From an optimization exercise on the open Yosys and OpenROAD flow, aimed at small area; shortcuts taken in it are not production practice.
Where RTL was checked, it was by simulation tests only, not by an equivalence proof against the original.
Power is estimated from default activity; no workload was simulated.

==> build 97 <==
==> flow/design.v <==
package reg_file_sb_pkg;
    localparam int unsigned REG_NUM    = 32;
    localparam int unsigned DATA_WIDTH = 32;
    localparam int unsigned ADDR_WIDTH = 5;
    localparam int unsigned PEND_WIDTH = 2;
endpackage
module reg_scoreboard
#(
    parameter int unsigned REG_NUM    = reg_file_sb_pkg::REG_NUM,
    parameter int unsigned ADDR_WIDTH = reg_file_sb_pkg::ADDR_WIDTH,
    parameter int unsigned PEND_WIDTH = reg_file_sb_pkg::PEND_WIDTH
) (
    input  logic                  clk,
    input  logic                  rst,
    input  logic                  read_en_1,
    input  logic [REG_NUM-1:1]    rd1,      
    input  logic                  read_en_2,
    input  logic [REG_NUM-1:1]    rd2,
    input  logic                  issue_en,
    input  logic                  issue_write_en,
    input  logic [ADDR_WIDTH-1:0] issue_write_addr,
    input  logic [REG_NUM-1:1]    we,       
    output logic                  stall,
    output logic                  sb_err
);
    logic [PEND_WIDTH-1:0] cnt [1:REG_NUM-1];
    logic [REG_NUM-1:1]    busy, at_max, idle, iw;
    logic [REG_NUM-1:1]    fire;
    logic                  full, err_hit;
    always_comb begin
        for (int unsigned r = 1; r < REG_NUM; r++) begin
            busy[r]   = (cnt[r] != '0) && !(we[r] && (cnt[r] == PEND_WIDTH'(1)));
            at_max[r] = (cnt[r] == '1) && !we[r];
            idle[r]   = (cnt[r] == '0);
            iw[r]     = issue_write_addr == ADDR_WIDTH'(r);
        end
        full    = issue_write_en && |(iw & at_max);
        stall   = !rst && (|(rd1 & busy) || |(rd2 & busy) || full);
        err_hit = |(we & idle);
        fire    = (issue_en && !stall && issue_write_en) ? iw : '0;
    end
    always_ff @(posedge clk) begin
        if (rst) begin
            for (int unsigned r = 1; r < REG_NUM; r++) cnt[r] <= '0;
            sb_err <= 1'b0;
        end else begin
            for (int unsigned r = 1; r < REG_NUM; r++) begin
                if (fire[r] && !we[r])
                    cnt[r] <= cnt[r] + PEND_WIDTH'(1);
                else if (we[r] && !fire[r] && (cnt[r] != '0))
                    cnt[r] <= cnt[r] - PEND_WIDTH'(1);
            end
            if (err_hit) sb_err <= 1'b1;
        end
    end
endmodule
module reg_file_sb
#(
    parameter int unsigned REG_NUM    = reg_file_sb_pkg::REG_NUM,
    parameter int unsigned DATA_WIDTH = reg_file_sb_pkg::DATA_WIDTH,
    parameter int unsigned ADDR_WIDTH = reg_file_sb_pkg::ADDR_WIDTH,
    parameter int unsigned PEND_WIDTH = reg_file_sb_pkg::PEND_WIDTH
) (
    input  logic                  clk,
    input  logic                  rst,
    input  logic                  read_en_1,
    input  logic [ADDR_WIDTH-1:0] read_addr_1,
    output logic [DATA_WIDTH-1:0] read_data_1,
    input  logic                  read_en_2,
    input  logic [ADDR_WIDTH-1:0] read_addr_2,
    output logic [DATA_WIDTH-1:0] read_data_2,
    input  logic                  issue_en,
    input  logic                  issue_write_en,
    input  logic [ADDR_WIDTH-1:0] issue_write_addr,
    input  logic                  write_en,
    input  logic [ADDR_WIDTH-1:0] write_addr,
    input  logic [DATA_WIDTH-1:0] write_data,
    output logic                  stall,
    output logic                  sb_err
);
    logic [DATA_WIDTH-1:0] regs [1:REG_NUM-1];
    logic [REG_NUM-1:1]    valid;
    logic [REG_NUM-1:1]    we;       
    logic [REG_NUM-1:1]    rd1, rd2;
    logic [REG_NUM-1:1]    sel1, sel2;
    logic                  byp1, byp2;
    always_comb begin
        for (int unsigned r = 1; r < REG_NUM; r++) begin
            we[r]   = write_en && (write_addr == ADDR_WIDTH'(r));
            rd1[r]  = !rst && read_en_1 && (read_addr_1 == ADDR_WIDTH'(r));
            rd2[r]  = !rst && read_en_2 && (read_addr_2 == ADDR_WIDTH'(r));
            sel1[r] = rd1[r] && valid[r] && !we[r];
            sel2[r] = rd2[r] && valid[r] && !we[r];
        end
        byp1 = |(rd1 & we);
        byp2 = |(rd2 & we);
    end
    always_ff @(posedge clk) begin
        for (int unsigned r = 1; r < REG_NUM; r++)
            if (we[r]) regs[r] <= write_data;
    end
    always_ff @(posedge clk) begin
        if (rst) valid <= '0;
        else     valid <= valid | we;
    end
    always_comb begin
        read_data_1 = {DATA_WIDTH{byp1}} & write_data;
        read_data_2 = {DATA_WIDTH{byp2}} & write_data;
        for (int unsigned r = 1; r < REG_NUM; r++) begin
            read_data_1 = read_data_1 | ({DATA_WIDTH{sel1[r]}} & regs[r]);
            read_data_2 = read_data_2 | ({DATA_WIDTH{sel2[r]}} & regs[r]);
        end
    end
    reg_scoreboard #(
        .REG_NUM    (REG_NUM),
        .ADDR_WIDTH (ADDR_WIDTH),
        .PEND_WIDTH (PEND_WIDTH)
    ) u_scoreboard (
        .clk              (clk),
        .rst              (rst),
        .read_en_1        (read_en_1),
        .rd1              (rd1),
        .read_en_2        (read_en_2),
        .rd2              (rd2),
        .issue_en         (issue_en),
        .issue_write_en   (issue_write_en),
        .issue_write_addr (issue_write_addr),
        .we               (we),
        .stall            (stall),
        .sb_err           (sb_err)
    );
endmodule
==> flow/run.sh <==
#!/bin/bash
# synth_recipe.tcl (not shown) runs the flow's synth.tcl, then flattens the netlist and writes it again
# the make line also repeats each setting of config.mk as NAME=value (left out here)
make -C /OpenROAD-flow-scripts/flow DESIGN_CONFIG=/design/flow/config.mk WORK_HOME=/design/flow/orfs CLKGATE_MAP_FILE= SYNTH_SCRIPT=/design/flow/synth_recipe.tcl finish
==> flow/config.mk <==
export PLATFORM = sky130hd
export DESIGN_NAME = reg_file_sb
export DESIGN_NICKNAME = reg_file_sb
export VERILOG_FILES = /design/flow/design.v
export SDC_FILE = /design/flow/constraint.sdc
export NUM_CORES = 4
export LEC_CHECK = 0
export CAP_MARGIN = 20
export CORE_MARGIN = 2
export CORE_UTILIZATION = 40
export SLEW_MARGIN = 20
==> flow/constraint.sdc <==
create_clock -name core_clock -period 6.5 [get_ports {clk}]
set_input_delay 1.3000 -clock core_clock [delete_from_list [all_inputs] [get_ports {clk}]]
set_output_delay 1.3000 -clock core_clock [all_outputs]
set_load 0.01 [all_outputs]
==> trial 9: changes against build 97 <==
==> flow/design.v, changed modules only <==
module reg_scoreboard
#(
    parameter int unsigned REG_NUM    = reg_file_sb_pkg::REG_NUM,
    parameter int unsigned ADDR_WIDTH = reg_file_sb_pkg::ADDR_WIDTH,
    parameter int unsigned PEND_WIDTH = reg_file_sb_pkg::PEND_WIDTH
) (
    input  logic                  clk,
    input  logic                  rst,
    input  logic [REG_NUM-1:1]    rd1,      
    input  logic [REG_NUM-1:1]    rd2,
    input  logic                  issue_en,
    input  logic                  issue_write_en,
    input  logic [ADDR_WIDTH-1:0] issue_write_addr,
    input  logic                  write_en,
    input  logic [ADDR_WIDTH-1:0] write_addr,
    input  logic [REG_NUM-1:1]    we,       
    output logic                  stall,
    output logic                  sb_err
);
    logic [PEND_WIDTH-1:0] cnt [1:REG_NUM-1];
    logic [REG_NUM-1:1]    busy, at_max, wr_idle, iw;
    logic [REG_NUM-1:1]    inc, dec;
    logic                  raw_1, raw_2, full_any, err_hit, issue;
    logic                  same, inc_ok, dec_ok;
    always_comb begin
        for (int unsigned r = 1; r < REG_NUM; r++) begin
            busy[r]    = cnt[r][1] || (cnt[r][0] && !we[r]);
            at_max[r]  = cnt[r][1] && !cnt[r][0] && !we[r];
            wr_idle[r] = we[r] && !cnt[r][1] && !cnt[r][0];
            iw[r]      = issue_write_addr == ADDR_WIDTH'(r);
        end
    end
    reg_file_anyor #(.N(REG_NUM-1)) u_raw1 (.s(rd1), .x(busy),    .y(raw_1));
    reg_file_anyor #(.N(REG_NUM-1)) u_raw2 (.s(rd2), .x(busy),    .y(raw_2));
    reg_file_anyor #(.N(REG_NUM-1)) u_full (.s(iw),  .x(at_max),  .y(full_any));
    reg_file_anyor #(.N(REG_NUM-1)) u_err  (.s(we),  .x(wr_idle), .y(err_hit));
    always_comb begin
        stall  = !rst && (raw_1 || raw_2 || (issue_write_en && full_any));
        issue  = issue_en && issue_write_en && !stall;
        same   = issue_write_addr == write_addr;
        inc_ok = issue && !(write_en && same);
        dec_ok = !(issue && same);
        for (int unsigned r = 1; r < REG_NUM; r++) begin
            inc[r] = iw[r] && inc_ok;
            dec[r] = we[r] && dec_ok;
        end
    end
    always_ff @(posedge clk) begin
        if (rst) begin
            for (int unsigned r = 1; r < REG_NUM; r++) cnt[r] <= '0;
            sb_err <= 1'b0;
        end else begin
            for (int unsigned r = 1; r < REG_NUM; r++) begin
                if (inc[r])
                    cnt[r] <= {cnt[r][0], !cnt[r][1]};
                else if (dec[r])
                    cnt[r] <= {cnt[r][1] && !cnt[r][0], cnt[r][1]};
            end
            if (err_hit) sb_err <= 1'b1;
        end
    end
endmodule
module reg_file_anyor #(
    parameter int unsigned N = 31
) (
    input  logic [N-1:0] s,
    input  logic [N-1:0] x,
    output logic         y
);
    localparam int unsigned G = (N + 2) / 3;
    logic [3*G-1:0] sp, xp;
    logic [G-1:0]   t;
    always_comb begin
        sp = '0;
        xp = '0;
        sp[N-1:0] = s;
        xp[N-1:0] = x;
        for (int unsigned g = 0; g < G; g++)
            t[g] = !((sp[3*g] && xp[3*g]) || (sp[3*g+1] && xp[3*g+1]) || (sp[3*g+2] && xp[3*g+2]));
        y = !(&t);
    end
endmodule
module reg_file_sb
#(
    parameter int unsigned REG_NUM    = reg_file_sb_pkg::REG_NUM,
    parameter int unsigned DATA_WIDTH = reg_file_sb_pkg::DATA_WIDTH,
    parameter int unsigned ADDR_WIDTH = reg_file_sb_pkg::ADDR_WIDTH,
    parameter int unsigned PEND_WIDTH = reg_file_sb_pkg::PEND_WIDTH
) (
    input  logic                  clk,
    input  logic                  rst,
    input  logic                  read_en_1,
    input  logic [ADDR_WIDTH-1:0] read_addr_1,
    output logic [DATA_WIDTH-1:0] read_data_1,
    input  logic                  read_en_2,
    input  logic [ADDR_WIDTH-1:0] read_addr_2,
    output logic [DATA_WIDTH-1:0] read_data_2,
    input  logic                  issue_en,
    input  logic                  issue_write_en,
    input  logic [ADDR_WIDTH-1:0] issue_write_addr,
    input  logic                  write_en,
    input  logic [ADDR_WIDTH-1:0] write_addr,
    input  logic [DATA_WIDTH-1:0] write_data,
    output logic                  stall,
    output logic                  sb_err
);
    logic [DATA_WIDTH-1:0] regs [1:REG_NUM-1];
    logic [REG_NUM-1:1]    valid;
    logic [REG_NUM-1:1]    we;       
    logic [REG_NUM-1:1]    rd1, rd2;
    logic [REG_NUM-1:1]    sel1, sel2;
    logic                  byp1, byp2;
    always_comb begin
        for (int unsigned r = 1; r < REG_NUM; r++) begin
            we[r]   = write_en && (write_addr == ADDR_WIDTH'(r));
            rd1[r]  = !rst && read_en_1 && (read_addr_1 == ADDR_WIDTH'(r));
            rd2[r]  = !rst && read_en_2 && (read_addr_2 == ADDR_WIDTH'(r));
            sel1[r] = rd1[r] && valid[r] && !we[r];
            sel2[r] = rd2[r] && valid[r] && !we[r];
        end
        byp1 = |(rd1 & we);
        byp2 = |(rd2 & we);
    end
    always_ff @(posedge clk) begin
        for (int unsigned r = 1; r < REG_NUM; r++)
            if (we[r]) regs[r] <= write_data;
    end
    always_ff @(posedge clk) begin
        if (rst) valid <= '0;
        else     valid <= valid | we;
    end
    logic [REG_NUM*DATA_WIDTH-1:0] rf_flat;
    always_comb begin
        rf_flat[DATA_WIDTH-1:0] = write_data;
        for (int unsigned r = 1; r < REG_NUM; r++) rf_flat[r*DATA_WIDTH +: DATA_WIDTH] = regs[r];
    end
    reg_file_rdport #(.N(REG_NUM), .W(DATA_WIDTH)) u_rd1 (.sel({sel1, byp1}), .d(rf_flat), .y(read_data_1));
    reg_file_rdport #(.N(REG_NUM), .W(DATA_WIDTH)) u_rd2 (.sel({sel2, byp2}), .d(rf_flat), .y(read_data_2));
    reg_scoreboard #(
        .REG_NUM    (REG_NUM),
        .ADDR_WIDTH (ADDR_WIDTH),
        .PEND_WIDTH (PEND_WIDTH)
    ) u_scoreboard (
        .clk              (clk),
        .rst              (rst),
        .rd1              (rd1),
        .rd2              (rd2),
        .issue_en         (issue_en),
        .issue_write_en   (issue_write_en),
        .issue_write_addr (issue_write_addr),
        .write_en         (write_en),
        .write_addr       (write_addr),
        .we               (we),
        .stall            (stall),
        .sb_err           (sb_err)
    );
endmodule
module reg_file_rdport #(
    parameter int unsigned N = 32,
    parameter int unsigned W = 32
) (
    input  logic [N-1:0]   sel,
    input  logic [N*W-1:0] d,
    output logic [W-1:0]   y
);
    localparam int unsigned G = (N + 2) / 3;
    logic [3*G-1:0]   s;
    logic [3*G*W-1:0] x;
    logic [G-1:0]     t [W];
    always_comb begin
        s = '0;
        x = '0;
        s[N-1:0] = sel;
        x[N*W-1:0] = d;
        for (int unsigned b = 0; b < W; b++) begin
            for (int unsigned g = 0; g < G; g++)
                t[b][g] = !((s[3*g]   && x[(3*g)*W + b]) ||
                            (s[3*g+1] && x[(3*g+1)*W + b]) ||
                            (s[3*g+2] && x[(3*g+2)*W + b]));
            y[b] = !(&t[b]);
        end
    end
endmodule
==> flow/flow/run.sh (new file) <==
#!/bin/bash
# Layout flow: the standard flow (standard.sh) with three changes:
#  - synthesis is synth_recipe.tcl unchanged except that Yosys's abc pass uses the
#    area-oriented mapping script flow/abc.script (registers are untouched by abc);
#  - CTS builds its tree from small clock buffers without dummy loads;
#  - port buffers use the smallest buffer cell.
set -euo pipefail
W=$PWD
F=$W/flow
{
  echo 'proc synth {args} { yosys synth -nofsm -noshare {*}$args }'
  echo "proc abc {args} { set i [lsearch \$args -script]; lset args [expr {\$i+1}] $F/abc.script; yosys abc {*}\$args }"
  tail -n +2 "$W/synth_recipe.tcl"
} > "$W/own_synth.tcl"
CTS="-sink_clustering_enable -repair_clock_nets -dont_use_dummy_load"
[ -f "$F/cts_args" ] && CTS=$(cat "$F/cts_args")
bash "$W/standard.sh" "SYNTH_SCRIPT=$W/own_synth.tcl" "CTS_ARGS=$CTS" \
  "BUFFER_PORTS_ARGS=-buffer_cell sky130_fd_sc_hd__buf_1" finish > "$W/flow_make.log" 2>&1
==> flow/flow/abc.script (new file) <==
&get -n
&st
&dch
&nf -a
&put
==> flow/flow/cts_args (new file) <==
-sink_clustering_enable -repair_clock_nets -dont_use_dummy_load -buf_list {sky130_fd_sc_hd__clkbuf_4 sky130_fd_sc_hd__clkbuf_8} -sink_clustering_size 20 -sink_clustering_max_diameter 60
==> flow/standard.sh (new file) <==
#!/bin/bash
# synth_recipe.tcl (not shown) runs the flow's synth.tcl, then flattens the netlist and writes it again
# the make line also repeats each setting of config.mk as NAME=value (left out here)
make -C /OpenROAD-flow-scripts/flow DESIGN_CONFIG=/design/flow/config.mk WORK_HOME=/design/flow/orfs CLKGATE_MAP_FILE= SYNTH_SCRIPT=/design/flow/synth_recipe.tcl "${@:-finish}"
CAP_MARGIN = 5   (was 20)
CORE_UTILIZATION = 55   (was 40)
SLEW_MARGIN = 5   (was 20)
SYNTH_HIERARCHICAL = 1   (was not set)
SYNTH_MINIMUM_KEEP_SIZE = 0   (was not set)
removed: flow/run.sh
==> build 2: changes against build 97 <==
==> flow/design.v, changed modules only <==
module reg_scoreboard
#(
    parameter int unsigned REG_NUM    = reg_file_sb_pkg::REG_NUM,
    parameter int unsigned ADDR_WIDTH = reg_file_sb_pkg::ADDR_WIDTH,
    parameter int unsigned PEND_WIDTH = reg_file_sb_pkg::PEND_WIDTH
) (
    input  logic                  clk,
    input  logic                  rst,
    input  logic                  read_en_1,
    input  logic [REG_NUM-1:1]    rd1,      
    input  logic                  read_en_2,
    input  logic [REG_NUM-1:1]    rd2,
    input  logic                  issue_en,
    input  logic                  issue_write_en,
    input  logic [ADDR_WIDTH-1:0] issue_write_addr,
    input  logic [REG_NUM-1:1]    we,       
    output logic                  stall,
    output logic                  sb_err
);
    logic [PEND_WIDTH-1:0] cnt [1:REG_NUM-1];
    logic [REG_NUM-1:1]    busy, at_max, idle, iw;
    logic [REG_NUM-1:1]    fire;
    logic                  full, err_hit;
    logic                  inc, dec;
    always_comb begin
        for (int unsigned r = 1; r < REG_NUM; r++) begin
            busy[r]   = (cnt[r] != '0) && !(we[r] && (cnt[r] == PEND_WIDTH'(1)));
            at_max[r] = (cnt[r] == '1) && !we[r];
            idle[r]   = (cnt[r] == '0);
            iw[r]     = issue_write_addr == ADDR_WIDTH'(r);
        end
        full    = issue_write_en && |(iw & at_max);
        stall   = !rst && (|(rd1 & busy) || |(rd2 & busy) || full);
        err_hit = |(we & idle);
        fire    = (issue_en && !stall && issue_write_en) ? iw : '0;
    end
    always_ff @(posedge clk) begin
        if (rst) begin
            for (int unsigned r = 1; r < REG_NUM; r++) cnt[r] <= '0;
            sb_err <= 1'b0;
        end else begin
            for (int unsigned r = 1; r < REG_NUM; r++) begin
                inc = fire[r] && !we[r];
                dec = we[r] && !fire[r] && (cnt[r] != '0);
                if (inc || dec)
                    cnt[r] <= {cnt[r][1] ^ (inc ? cnt[r][0] : !cnt[r][0]), !cnt[r][0]};
            end
            if (err_hit) sb_err <= 1'b1;
        end
    end
endmodule
==> flow/flow/run.sh (new file) <==
#!/bin/bash
# Layout flow: the standard flow (standard.sh) with three changes:
#  - synthesis is synth_recipe.tcl unchanged except that Yosys's abc pass uses the
#    area-oriented mapping script flow/abc.script (registers are untouched by abc);
#  - CTS builds its tree from small clock buffers without dummy loads;
#  - port buffers use the smallest buffer cell.
set -euo pipefail
W=$PWD
F=$W/flow
{
  echo 'proc synth {args} { yosys synth -nofsm -noshare {*}$args }'
  echo "proc abc {args} { set i [lsearch \$args -script]; lset args [expr {\$i+1}] $F/abc.script; yosys abc {*}\$args }"
  tail -n +2 "$W/synth_recipe.tcl"
} > "$W/own_synth.tcl"
CTS="-sink_clustering_enable -repair_clock_nets -dont_use_dummy_load"
[ -f "$F/cts_args" ] && CTS=$(cat "$F/cts_args")
bash "$W/standard.sh" "SYNTH_SCRIPT=$W/own_synth.tcl" "CTS_ARGS=$CTS" \
  "BUFFER_PORTS_ARGS=-buffer_cell sky130_fd_sc_hd__buf_1" finish > "$W/flow_make.log" 2>&1
==> flow/flow/abc.script (new file) <==
&get -n
&st
&dch
&nf -a
&put
==> flow/flow/cts_args (new file) <==
-sink_clustering_enable -repair_clock_nets -dont_use_dummy_load -buf_list sky130_fd_sc_hd__clkbuf_4 sky130_fd_sc_hd__clkbuf_8 -sink_clustering_size 20 -sink_clustering_max_diameter 60
==> flow/standard.sh (new file) <==
#!/bin/bash
# synth_recipe.tcl (not shown) runs the flow's synth.tcl, then flattens the netlist and writes it again
# the make line also repeats each setting of config.mk as NAME=value (left out here)
make -C /OpenROAD-flow-scripts/flow DESIGN_CONFIG=/design/flow/config.mk WORK_HOME=/design/flow/orfs CLKGATE_MAP_FILE= SYNTH_SCRIPT=/design/flow/synth_recipe.tcl "${@:-finish}"
CORE_UTILIZATION = 70   (was 40)
removed: flow/run.sh
==> notes.md <==
The number of multi-input combinational cells in the layout is 1781. For the final worst setup slack, the log shows -0.00334 ns. The run finished, with violations left. Fraction of synthesized cell area in xor and xnor cells: 0.115%. The count of endpoints failing setup in the final report came out at 1. The checks that failed were negative setup slack.

Summed over all cells, the static leakage comes to 16.2 nW.
[end of results for trial 9]
==> notes.md <==
Port buffering added 124 buffers. The last stage reached is 4_1_cts. The run stopped with a tool error. The cell area after placement is 50400 µm², and the fraction of synthesized cell area in xor and xnor cells is 0.908%.

The first error in the log reads "[ERROR STA-0564] clock_tree_synthesis positional arguments not supported". The synthesized-area fraction occupied by adder cells works out to 0%. In this run the cell area of the synthesized design comes to 46300 µm².
[end of results for build 2]
==> notes.md <==
Register bank with the most flops: regs. After synthesis, the largest area contributor takes up 59.6% of total cell area. The flow ran to the end, but the layout failed its checks.

For this run, combinational gates with multiple inputs come to 2233. The count of endpoints failing setup in the final report was 7. The checks that failed were negative setup slack. The tools report the maximum clock frequency as 152 MHz. The count of cells along the worst register-to-register path works out to 12. After Yosys synthesis, XOR and XNOR cells account for 0% of the synthesized area. The final worst setup slack was -0.0578 ns; the sequential cell area in the final layout was 31700 µm².
[end of results for build 97]
Function not checked in trial 9 and build 2: the RTL went through the layout flow alone.

separate check: timing with driven ports:
The results above use ideal ports. As a check the final layouts listed here were re-extracted and re-timed, cells and wires unchanged.
Step 1 (the two cells are an assumption about what drives the block):
set clk [get_ports {clk}]
set_driving_cell -lib_cell sky130_fd_sc_hd__clkbuf_16 $clk
set_driving_cell -lib_cell sky130_fd_sc_hd__buf_2 [delete_from_list [all_inputs] $clk]
Step 2 adds t to the input delays and takes it off the output delays; t is the mean of the earliest and latest rising clock arrival at the registers after step 1. Input paths then give back, and output paths get back, about the clock's delay inside the block.
Three values: ideal, step 1, step 2; two values: the first two.
run	t, ns	slack for setup (ns)	hold slack, ns	worst setup path after step 2	clock arrival spread, ns
build 97	0.815	-0.058 / -0.083 / -0.083	0.481 / 0.481 / 0.481	input to output	0.028 / 0.028
trial 9	0.777	-0.003 / -0.029 / -0.029	0.450 / 0.450 / 0.450	input to output	0.141 / 0.141
For trial 9, which loses most, drivers alone change the setup slack by -0.026 ns; drivers and shift together by -0.026 ns.
